This design comes from an exercise in tuning for small area on the open sky130 flow, not from production work.
Function was checked by simulation only, so behaviour that the tests miss may differ from the original.
Power and IR drop assume default switching activity. The clock port is modelled as an ideal driver; clocking choices that lean on that would not hold on a real chip.

== cedar ==
## register_console_top
module register_console_top (
        input  logic                        clk,
        input  logic                        reset,
        input  logic                        rot,
        input  logic [4-1:0] bits,
        output logic [128-1:0]   line1,
        output logic [128-1:0]   line2
);
For scale: roughly 1,500 cells after synthesis, ~260 I/O pins, roughly 19,000 sq um of cells after synthesis.
Settings: LEC_CHECK=0, ABC_AREA=0, CAP_MARGIN=20, CORE_MARGIN=2, CORE_UTILIZATION=60, SLEW_MARGIN=20, SYNTH_HIERARCHICAL=1, SYNTH_MINIMUM_KEEP_SIZE=0; clock period 6.0 ns.
standard.sh (not shown) runs the stock make flow with config.mk's settings and CLKGATE_MAP_FILE= SYNTH_SCRIPT=/design/flow/synth_recipe.tcl, a recipe that flattens the netlist after the stock synthesis.
==> flow/flow/run.sh <==
#!/bin/bash
# Standard ORFS layout with three changes: the tie cell is not split per load,
# ports are buffered with buf_1, and CTS inserts no dummy loads.
set -euo pipefail
bash standard.sh \
  SKIP_REPAIR_TIE_FANOUT=1 \
  RECOVER_POWER=100 \
  MATCH_CELL_FOOTPRINT=0 \
  "BUFFER_PORTS_ARGS=-buffer_cell sky130_fd_sc_hd__buf_1" \
  "CTS_ARGS=-sink_clustering_enable -repair_clock_nets -dont_use_dummy_load -buf_list {sky130_fd_sc_hd__clkbuf_8 sky130_fd_sc_hd__clkbuf_16} -sink_clustering_size 30 -sink_clustering_max_diameter 120" \
  finish > standard.log 2>&1
STATUS run=cedar STAGES=ALL_DONE FINAL_CHECKS=FAILED CAUSE=capacitance limit, slew limit
#### Input delta (violet over cedar)
diff --git a/flow/flow/run.sh b/flow/flow/run.sh
--- a/flow/flow/run.sh
+++ b/flow/flow/run.sh
@@ -6,4 +6,2 @@
   SKIP_REPAIR_TIE_FANOUT=1 \
-  RECOVER_POWER=100 \
-  MATCH_CELL_FOOTPRINT=0 \
   "BUFFER_PORTS_ARGS=-buffer_cell sky130_fd_sc_hd__buf_1" \
## What came out
- violet reached the end of the flow, and the finished layout is clean on the timing, DRC and antenna checks.
- Although cedar finished all stages, its layout failed final checks on capacitance limit, slew limit.
- Compared with cedar, in violet met3 routed wirelength moved down, final design instance area without fill barely changed, total combinational power +about 1%.
- On total routed wirelength, cedar and violet are neck and neck.
Setup changes, violet to indigo
- putting PLACE_DENSITY at 0.75 where nothing was set
- swapping 60 for 70 in CORE_UTILIZATION
Results
Share of the core filled with cells in the final layout for indigo is higher than for violet. For violet, the top routing layer in use was met4, unlike indigo, where it was met5. indigo went all the way through synthesis, placement and routing and the layout is clean on timing, DRC and antenna. Number of cell instances on the worst register-to-register path for indigo: 1 up relative to violet. Fraction of the cycle the final worst path needs on indigo is up relative to violet. Per the comparison of indigo with violet, sequential portion of the cell area shows an increase of 0.43 points; worst path required time shows a reduction of 0.02 ns; number of cells on the critical path climbed 1. Compared with violet, in indigo placeable core region decreased by 4500 sq um relative to the old numbers, post-route total power decreased by about 0.44% relative to the old numbers, overall fraction of global-route tracks in use increased by 2.8 points relative to the old numbers.


register_console_top, a different RTL version from the one above (not shown whole).
Size: ~1600 cells after synthesis, about 610 flip-flops, roughly 20000 µm² of cells after synthesis.
// register_console_top
module register_console_top (
        input  logic                        clk,
        input  logic                        reset,
        input  logic                        rot,
        input  logic [4-1:0] bits,
        output logic [128-1:0]   line1,
        output logic [128-1:0]   line2
);
Settings: LEC_CHECK=0, ABC_AREA=0, CAP_MARGIN=20, CORE_MARGIN=2, CORE_UTILIZATION=60, GPL_TIMING_DRIVEN=0, SLEW_MARGIN=20, SYNTH_HIERARCHICAL=1, SYNTH_MINIMUM_KEEP_SIZE=0; clock period 6.0 ns.
==> flow/flow/run.sh <==
#!/bin/bash
# Standard ORFS layout with these changes: the tie cell is not split per load,
# synthesis buffers are removed at floorplan, ports are buffered with buf_1,
# and CTS inserts no dummy loads.
set -euo pipefail
bash standard.sh \
  SKIP_REPAIR_TIE_FANOUT=1 \
  REMOVE_ABC_BUFFERS=1 \
  "BUFFER_PORTS_ARGS=-buffer_cell sky130_fd_sc_hd__buf_1" \
  "CTS_ARGS=-sink_clustering_enable -repair_clock_nets -dont_use_dummy_load -buf_list {sky130_fd_sc_hd__clkbuf_8 sky130_fd_sc_hd__clkbuf_16} -sink_clustering_size 24 -sink_clustering_max_diameter 90" \
  finish > standard.log 2>&1
==> next run, changes <==
==> flow/flow/run.sh (replaced) <==
#!/bin/bash
# Standard ORFS layout with three changes: the tie cell is not split per load,
# ports are buffered with buf_1, and CTS inserts no dummy loads.
set -euo pipefail
bash standard.sh \
  SKIP_REPAIR_TIE_FANOUT=1 \
  "BUFFER_PORTS_ARGS=-buffer_cell sky130_fd_sc_hd__buf_1" \
  "CTS_ARGS=-sink_clustering_enable -repair_clock_nets -dont_use_dummy_load -buf_list {sky130_fd_sc_hd__clkbuf_8 sky130_fd_sc_hd__clkbuf_16} -sink_clustering_size 30 -sink_clustering_max_diameter 120" \
  finish > standard.log 2>&1
- CORE_UTILIZATION: 60 -> 70
- GPL_TIMING_DRIVEN: 0 -> not set
- PLACE_DENSITY: not set -> 0.75
Die area came out lower by 14%.
Flip-flop and latch count does not change.
Area after synthesis stays the same.
Fmax is higher by 9.7%.
Cell count went down by 3.4%.
Clock skew is lower by 0.012 ns.
Critical path depth is unchanged.
First-iteration DRC count came out higher by 45%.
==> next run, changes <==
- CORE_UTILIZATION: 70 -> 50
- PLACE_DENSITY: 0.75 -> not set
Total power rose by 0.48%.
Setup slack gains 0.13 ns.
Combinational power rises by about 1%.
Clock skew drops by 0.0039 ns.
Design area is higher by 1.1%.
Fmax rose by 2.8%.
Core utilization falls by 19 points.
Synthesized area does not change.
Die area grows by 39%.
Hold slack is worse by 0.020 ns.
==> next run, changes <==
- CORE_UTILIZATION: 50 -> 60
- CTS_BUF_LIST: not set -> sky130_fd_sc_hd__clkbuf_8 sky130_fd_sc_hd__clkbuf_16
- CTS_CLUSTER_DIAMETER: not set -> 120
- CTS_CLUSTER_SIZE: not set -> 30
Outcome:
- total power goes down by 0.31%
- wire length came out lower by 4.5%
- area after synthesis stays the same
- setup slack loses 0.36 ns
- synthesized cell count does not change
- final cell count came out lower by 3.7%
- first-iteration DRC count is higher by 4.0%
==> next run, changes <==
--- a/flow/flow/run.sh
+++ b/flow/flow/run.sh
@@ -2,2 +2,3 @@
-# Standard ORFS layout with three changes: the tie cell is not split per load,
-# ports are buffered with buf_1, and CTS inserts no dummy loads.
+# Standard ORFS layout with these changes: the tie cell is not split per load,
+# synthesis buffers are removed at floorplan, ports are buffered with buf_1,
+# and CTS inserts no dummy loads.
@@ -6,0 +8 @@
+  REMOVE_ABC_BUFFERS=1 \
- CAP_MARGIN: 20 -> 5
- CTS_BUF_LIST: sky130_fd_sc_hd__clkbuf_8 sky130_fd_sc_hd__clkbuf_16 -> not set
- CTS_CLUSTER_DIAMETER: 120 -> not set
- CTS_CLUSTER_SIZE: 30 -> not set
- GPL_TIMING_DRIVEN: not set -> 0
- SLEW_MARGIN: 20 -> 5
=> Combinational power rises by 7.8%; clock skew goes up by 0.011 ns; wire length came out lower by 3.0%; power goes up by 0.37%.


== the baseline ==
register_console_top with an RTL version that a note above also has.
Size in the first run: roughly 1,500 cells after synthesis, ~610 flip-flops, ~260 I/O pins, roughly 19,000 µm² of cells after synthesis.
## register_console_top
module register_console_top (
        input  logic                        clk,
        input  logic                        reset,
        input  logic                        rot,
        input  logic [4-1:0] bits,
        output logic [128-1:0]   line1,
        output logic [128-1:0]   line2
);
export LEC_CHECK = 0
export ABC_AREA = 0
export CAP_MARGIN = 20
export CORE_MARGIN = 2
export CORE_UTILIZATION = 60
export SLEW_MARGIN = 20
export SYNTH_HIERARCHICAL = 1
export SYNTH_MINIMUM_KEEP_SIZE = 0
create_clock -name core_clock -period 6.0 [get_ports {clk}]
==> flow/flow/run.sh <==
#!/bin/bash
# Standard ORFS layout with three changes: the tie cell is not split per load,
# ports are buffered with buf_1, and CTS inserts no dummy loads.
set -euo pipefail
GPL_KEEP_OVERFLOW=0 bash standard.sh \
  SKIP_REPAIR_TIE_FANOUT=1 \
  "BUFFER_PORTS_ARGS=-buffer_cell sky130_fd_sc_hd__buf_1" \
  "CTS_ARGS=-sink_clustering_enable -repair_clock_nets -dont_use_dummy_load -buf_list {sky130_fd_sc_hd__clkbuf_8 sky130_fd_sc_hd__clkbuf_16} -sink_clustering_size 30 -sink_clustering_max_diameter 120" \
  finish > standard.log 2>&1
In summary, the baseline completed successfully, with a layout that passed the timing, DRC and antenna checks.
Relative to the baseline, the following input files were edited for the candidate:
==> flow/flow/run.sh <==
#!/bin/bash
# Standard ORFS layout with three changes: the tie cell is not split per load,
# ports are buffered with buf_1, and CTS inserts no dummy loads.
set -euo pipefail
bash standard.sh \
  SKIP_REPAIR_TIE_FANOUT=1 \
  "BUFFER_PORTS_ARGS=-buffer_cell sky130_fd_sc_hd__buf_1" \
  "CTS_ARGS=-sink_clustering_enable -repair_clock_nets -dont_use_dummy_load -buf_list {sky130_fd_sc_hd__clkbuf_8 sky130_fd_sc_hd__clkbuf_16} -sink_clustering_size 32 -sink_clustering_max_diameter 120" \
  finish > standard.log 2>&1
- Against the baseline, the candidate comes in 0.4 points lower on power share of the clock group.
- Cmp the candidate vs the baseline: area growth from synthesis to layout lower in the candidate
- Relative to the baseline, the overall power consumption of the candidate is lower by 0.74%.
- Going from the baseline to the candidate, the share of the clock period used by the worst path was found to have gone down by 1.5 points.
- The candidate ends up with higher fraction of met3 tracks used by global routing than the baseline does.
- When the candidate is measured against the baseline, its worst setup slack turns out 90 ps higher.
- Global-route usage delta (the candidate -> the baseline): insignificant


== job 104 ==
The RTL this note starts from:
==> flow/design.v <==
package regcon_pkg;
        typedef enum logic [2:0] {
                write    = 3'd0,
                read     = 3'd1,
                read_two = 3'd2,
                compare  = 3'd5,
                xor_op   = 3'd6,
                shift    = 3'd7
        } opcode_e;
        typedef logic [5-1:0] reg_addr_t;
        typedef logic [16-1:0] reg_word_t;
        typedef struct packed {
                logic                        pad;
                logic [4-1:0] amount;
        } shift_view_t;
        typedef union packed {
                reg_addr_t   addr;
                shift_view_t shift_view;
        } operand_u;
        typedef struct packed {
                opcode_e   opcode;
                reg_addr_t src_a;
                operand_u  src_b;
                reg_addr_t dest;
                reg_word_t data;
        } console_cmd_t;
        typedef struct packed {
                logic      valid;
                reg_word_t line1_word;
                reg_word_t line2_word;
        } display_req_t;
        typedef struct packed {
                logic      en;
                reg_addr_t addr;
                reg_word_t data;
        } reg_wr_t;
endpackage
`timescale 1ns/1ps
module register_console_top (
        input  logic                        clk,
        input  logic                        reset,
        input  logic                        rot,
        input  logic [4-1:0] bits,
        output logic [128-1:0]   line1,
        output logic [128-1:0]   line2
);
        localparam int P1 = 11;
        localparam int P2 = 22;
        localparam logic [3:0] CLR_N = 4'd11;
        logic       rot_prev;
        logic       busy;
        logic [2:0] fc;           
        logic [2:0] op;
        logic       cv, upd;      
        logic [4:0] A;            
        logic step, fstep, start, last;
        logic op_w, op_r, op_r2, op_c, op_x, op_s, writes;
        assign step  = rot & ~rot_prev;
        assign fstep = step & busy;
        assign start = step & ~busy & (bits[2:0] != 3'd3) & (bits[2:0] != 3'd4);
        assign op_w  = (op == 3'd0);
        assign op_r  = (op == 3'd1);
        assign op_r2 = (op == 3'd2);
        assign op_c  = (op == 3'd5);
        assign op_x  = (op == 3'd6);
        assign op_s  = (op == 3'd7);
        assign writes = ~(op_r | op_r2);
        always_comb begin
                case (op)
                        3'd1:    last = (fc == 3'd1);
                        3'd2:    last = (fc == 3'd3);
                        3'd7:    last = (fc == 3'd4);
                        default: last = (fc == 3'd5);
                endcase
        end
        always_ff @(posedge clk) begin
                if (reset) begin
                        rot_prev <= 1'b0;
                        busy     <= 1'b0;
                        cv       <= 1'b0;
                        upd      <= 1'b0;
                end else begin
                        rot_prev <= rot;
                        cv       <= fstep & last;
                        upd      <= cv;
                        if (start)
                                busy <= 1'b1;
                        else if (fstep & last)
                                busy <= 1'b0;
                end
        end
        logic a_lo, a_hi;
        always_comb begin
                if (op_w) begin
                        a_lo = (fc == 3'd0);
                        a_hi = (fc == 3'd1);
                end else if (op_s) begin
                        a_lo = (fc == 3'd0) | (fc == 3'd3);
                        a_hi = (fc == 3'd1) | (fc == 3'd4);
                end else begin
                        a_lo = ~fc[0];
                        a_hi = fc[0];
                end
        end
        always_ff @(posedge clk) begin
                if (start) begin
                        op <= bits[2:0];
                        fc <= 3'd0;
                end else if (fstep) begin
                        fc <= fc + 3'd1;
                end
                if (fstep & a_lo) A[3:0] <= bits;
                if (fstep & a_hi) A[4]   <= bits[0];
        end
        logic [31:0][15:0] ring;
        logic [4:0]  ptr;
        logic [3:0]  clr_cnt;
        logic        clr;
        logic        pv;          
        logic [4:0]  pp;          
        logic [15:0] pd;          
        logic [4:0]  q;           
        logic [4:0]  cdist;
        logic        q_ok;
        logic        hit;
        logic [15:0] rd;
        logic        wr_now;
        logic [15:0] res;
        logic        w0, w1, w2;
        assign q      = A + ptr;
        assign clr    = (clr_cnt != CLR_N);
        always_comb begin
                if (q >= 5'(P2))      cdist = q - 5'(P2);
                else if (q >= 5'(P1)) cdist = q - 5'(P1);
                else                  cdist = q;
        end
        assign q_ok = ({1'b0, clr_cnt} > cdist);
        assign hit = pv & (q == pp);
        logic [32:0]       rsel;
        logic [32:0][15:0] rsrc;
        logic [10:0][15:0] rd_n;
        assign rsel = {hit, ({32{q_ok & ~hit}} & (32'd1 << q))};
        assign rsrc = {pd, ring};
        for (genvar g = 0; g < 11; g++) begin : g_rd
                for (genvar b = 0; b < 16; b++) begin : g_bit
                        rc_aoi222 u_aoi (
                                .a1 (rsrc[3*g][b]),   .a2 (rsel[3*g]),
                                .b1 (rsrc[3*g+1][b]), .b2 (rsel[3*g+1]),
                                .c1 (rsrc[3*g+2][b]), .c2 (rsel[3*g+2]),
                                .y  (rd_n[g][b])
                        );
                end
        end
        always_comb begin
                rd = 16'd0;
                for (int g = 0; g < 11; g++) rd = rd | ~rd_n[g];
        end
        assign w0 = clr | (pv & (pp == 5'd31));
        assign w1 = clr | (pv & (pp == 5'(P1 - 1)));
        assign w2 = clr | (pv & (pp == 5'(P2 - 1)));
        assign wr_now = upd & writes;
        always_ff @(posedge clk) begin
                for (int i = 1; i < 32; i++) ring[i] <= ring[i-1];
                ring[0]  <= w0 ? pd : ring[31];
                ring[P1] <= w1 ? pd : ring[P1-1];
                ring[P2] <= w2 ? pd : ring[P2-1];
        end
        always_ff @(posedge clk) begin
                if (reset) begin
                        ptr     <= 5'd0;
                        clr_cnt <= 4'd0;
                        pv      <= 1'b0;
                        pd      <= 16'd0;
                end else begin
                        ptr <= ptr + 5'd1;
                        if (clr) clr_cnt <= clr_cnt + 4'd1;
                        if (wr_now) begin
                                pv <= 1'b1;
                                pd <= res;
                        end else if (w0 | w1 | w2) begin
                                pv <= 1'b0;
                        end
                end
                pp <= (wr_now ? q : pp) + 5'd1;
        end
        logic [15:0] T;
        logic [3:0]  amt;
        logic [3:0]  a_cur;
        logic        sh4, sh1, wdat;
        assign a_cur = (fstep & op_s & (fc == 3'd2)) ? bits : amt;
        assign wdat  = fstep & op_w & (fc >= 3'd2);
        assign sh4   = wdat | (a_cur[3:2] != 2'd0);
        assign sh1   = (a_cur[1:0] != 2'd0);
        always_ff @(posedge clk) begin
                if (reset)
                        amt <= 4'd0;
                else if (a_cur[3:2] != 2'd0)
                        amt <= a_cur - 4'd4;
                else if (a_cur[1:0] != 2'd0)
                        amt <= a_cur - 4'd1;
                else
                        amt <= a_cur;
        end
        always_ff @(posedge clk) begin
                if ((fc == 3'd2) & ~step)
                        T <= rd;
                else if (fstep & (op_c | op_x) & (fc == 3'd4))
                        T <= T ^ rd;
                else if (sh4)
                        T <= {wdat ? bits : 4'd0, T[15:4]};
                else if (sh1)
                        T <= {1'b0, T[15:1]};
        end
        assign res = op_c ? {15'd0, (T == 16'd0)} : T;
        logic [15:0] L1, L2;
        logic        LN;
        always_ff @(posedge clk) begin
                if (reset) begin
                        L1 <= 16'd0;
                        L2 <= 16'd0;
                        LN <= 1'b0;
                end else if (upd) begin
                        L1 <= op_r2 ? T : {11'd0, A};
                        L2 <= (op_r | op_r2) ? rd : res;
                        LN <= 1'b1;
                end
        end
        always_comb begin
                for (int i = 0; i < 16; i++) begin
                        line1[i*8 +: 8] = {2'b00, LN, LN, 3'b000, L1[i]};
                        line2[i*8 +: 8] = {2'b00, LN, LN, 3'b000, L2[i]};
                end
        end
endmodule
module rc_aoi222 (
        input  logic a1, a2, b1, b2, c1, c2,
        output logic y
);
        assign y = ~((a1 & a2) | (b1 & b2) | (c1 & c2));
endmodule
Settings: LEC_CHECK=0, ABC_AREA=0, CAP_MARGIN=20, CORE_MARGIN=2, CORE_UTILIZATION=60, CTS_BUF_LIST=sky130_fd_sc_hd__clkbuf_8 sky130_fd_sc_hd__clkbuf_16, CTS_CLUSTER_DIAMETER=120, CTS_CLUSTER_SIZE=30, SLEW_MARGIN=20, SYNTH_HIERARCHICAL=1, SYNTH_MINIMUM_KEEP_SIZE=0; clock period 6.0 ns.
==> flow/flow/run.sh <==
#!/bin/bash
# Standard ORFS layout with three changes: the tie cell is not split per load,
# ports are buffered with buf_1, and CTS inserts no dummy loads.
set -euo pipefail
bash standard.sh \
  SKIP_REPAIR_TIE_FANOUT=1 \
  "BUFFER_PORTS_ARGS=-buffer_cell sky130_fd_sc_hd__buf_1" \
  "CTS_ARGS=-sink_clustering_enable -repair_clock_nets -dont_use_dummy_load -buf_list {sky130_fd_sc_hd__clkbuf_8 sky130_fd_sc_hd__clkbuf_16} -sink_clustering_size 30 -sink_clustering_max_diameter 120" \
  finish > standard.log 2>&1
Job 104: full flow OK, the timing, DRC and antenna checks passed
Changes in job 101 relative to job 104:
==> flow/run.sh (new file) <==
#!/bin/bash
# synth_recipe.tcl (not shown) runs the flow's synth.tcl, then flattens the netlist and writes it again
# the make line also repeats each setting of config.mk as NAME=value (left out here)
make -C /OpenROAD-flow-scripts/flow DESIGN_CONFIG=/design/flow/config.mk WORK_HOME=/design/flow/orfs CLKGATE_MAP_FILE= SYNTH_SCRIPT=/design/flow/synth_recipe.tcl finish
removed: flow/flow/run.sh
removed: flow/standard.sh
## What came out
Diff job 101..job 104 | portion of the layout cell area used by clock cells | negligible
For job 104, the busiest layer in global routing was met1, unlike job 101, where it was met2.
Looking at global-route wire length before repair across both flows, job 101 is the stronger of the two, with job 104 trailing.
Compare job 101 and job 104 | number of buffer and inverter stages on the critical path higher: job 101
Relative to job 104, job 101 improves worst hold margin.
Diff job 104 -> job 101: synthesis-to-layout area growth rose by 6.2 points, cell-internal power rose by 0.45%, clock skew fell by 0.060 ns.

-- static timing again, ports no longer ideal --
The results above use ideal ports. As a check the final layouts listed here were re-extracted and re-timed, cells and wires unchanged. Step 1 assumes that a clkbuf_16 drives the clock port and a buf_2 every other input. Step 2 also shifts input and output timing later by t, the mid clock arrival at the registers, as if the neighbouring blocks saw the same clock. Three values: no drivers, after step 1, after step 2; two values: the first two.
run | shift t [ns] | setup WS [ns] | worst register clock-pin slew, ns | worst data-port slew with drivers (ns)
cedar | 0.587 | 0.656 / 0.656 / 0.656 | 0.11 / 0.11 | 0.03
violet | 0.591 | 0.936 / 0.936 / 0.936 | 0.12 / 0.12 | 0.03
indigo | 0.581 | 0.760 / 0.760 / 0.760 | 0.11 / 0.11 | 0.03
the first run of note 2 | 0.627 | 0.740 / 0.740 / 0.740 | 0.12 / 0.12 | 0.03
the second run of note 2 | 0.604 | 1.207 / 1.207 / 1.207 | 0.12 / 0.12 | 0.03
the third run of note 2 | 0.616 | 1.340 / 1.340 / 1.340 | 0.12 / 0.12 | 0.04
the fourth run of note 2 | 0.601 | 0.983 / 0.983 / 0.983 | 0.12 / 0.12 | 0.03
the fifth run of note 2 | 0.602 | 1.077 / 1.077 / 1.077 | 0.12 / 0.12 | 0.03
the baseline | 0.594 | 0.926 / 0.926 / 0.926 | 0.12 / 0.12 | 0.03
the candidate | 0.579 | 1.015 / 1.015 / 1.015 | 0.12 / 0.12 | 0.03
job 104 | 0.601 | 0.256 / 0.256 / 0.256 | 0.12 / 0.12 | 0.03
job 101 | 0.621 | 0.203 / 0.203 / 0.203 | 0.12 / 0.12 | 0.03
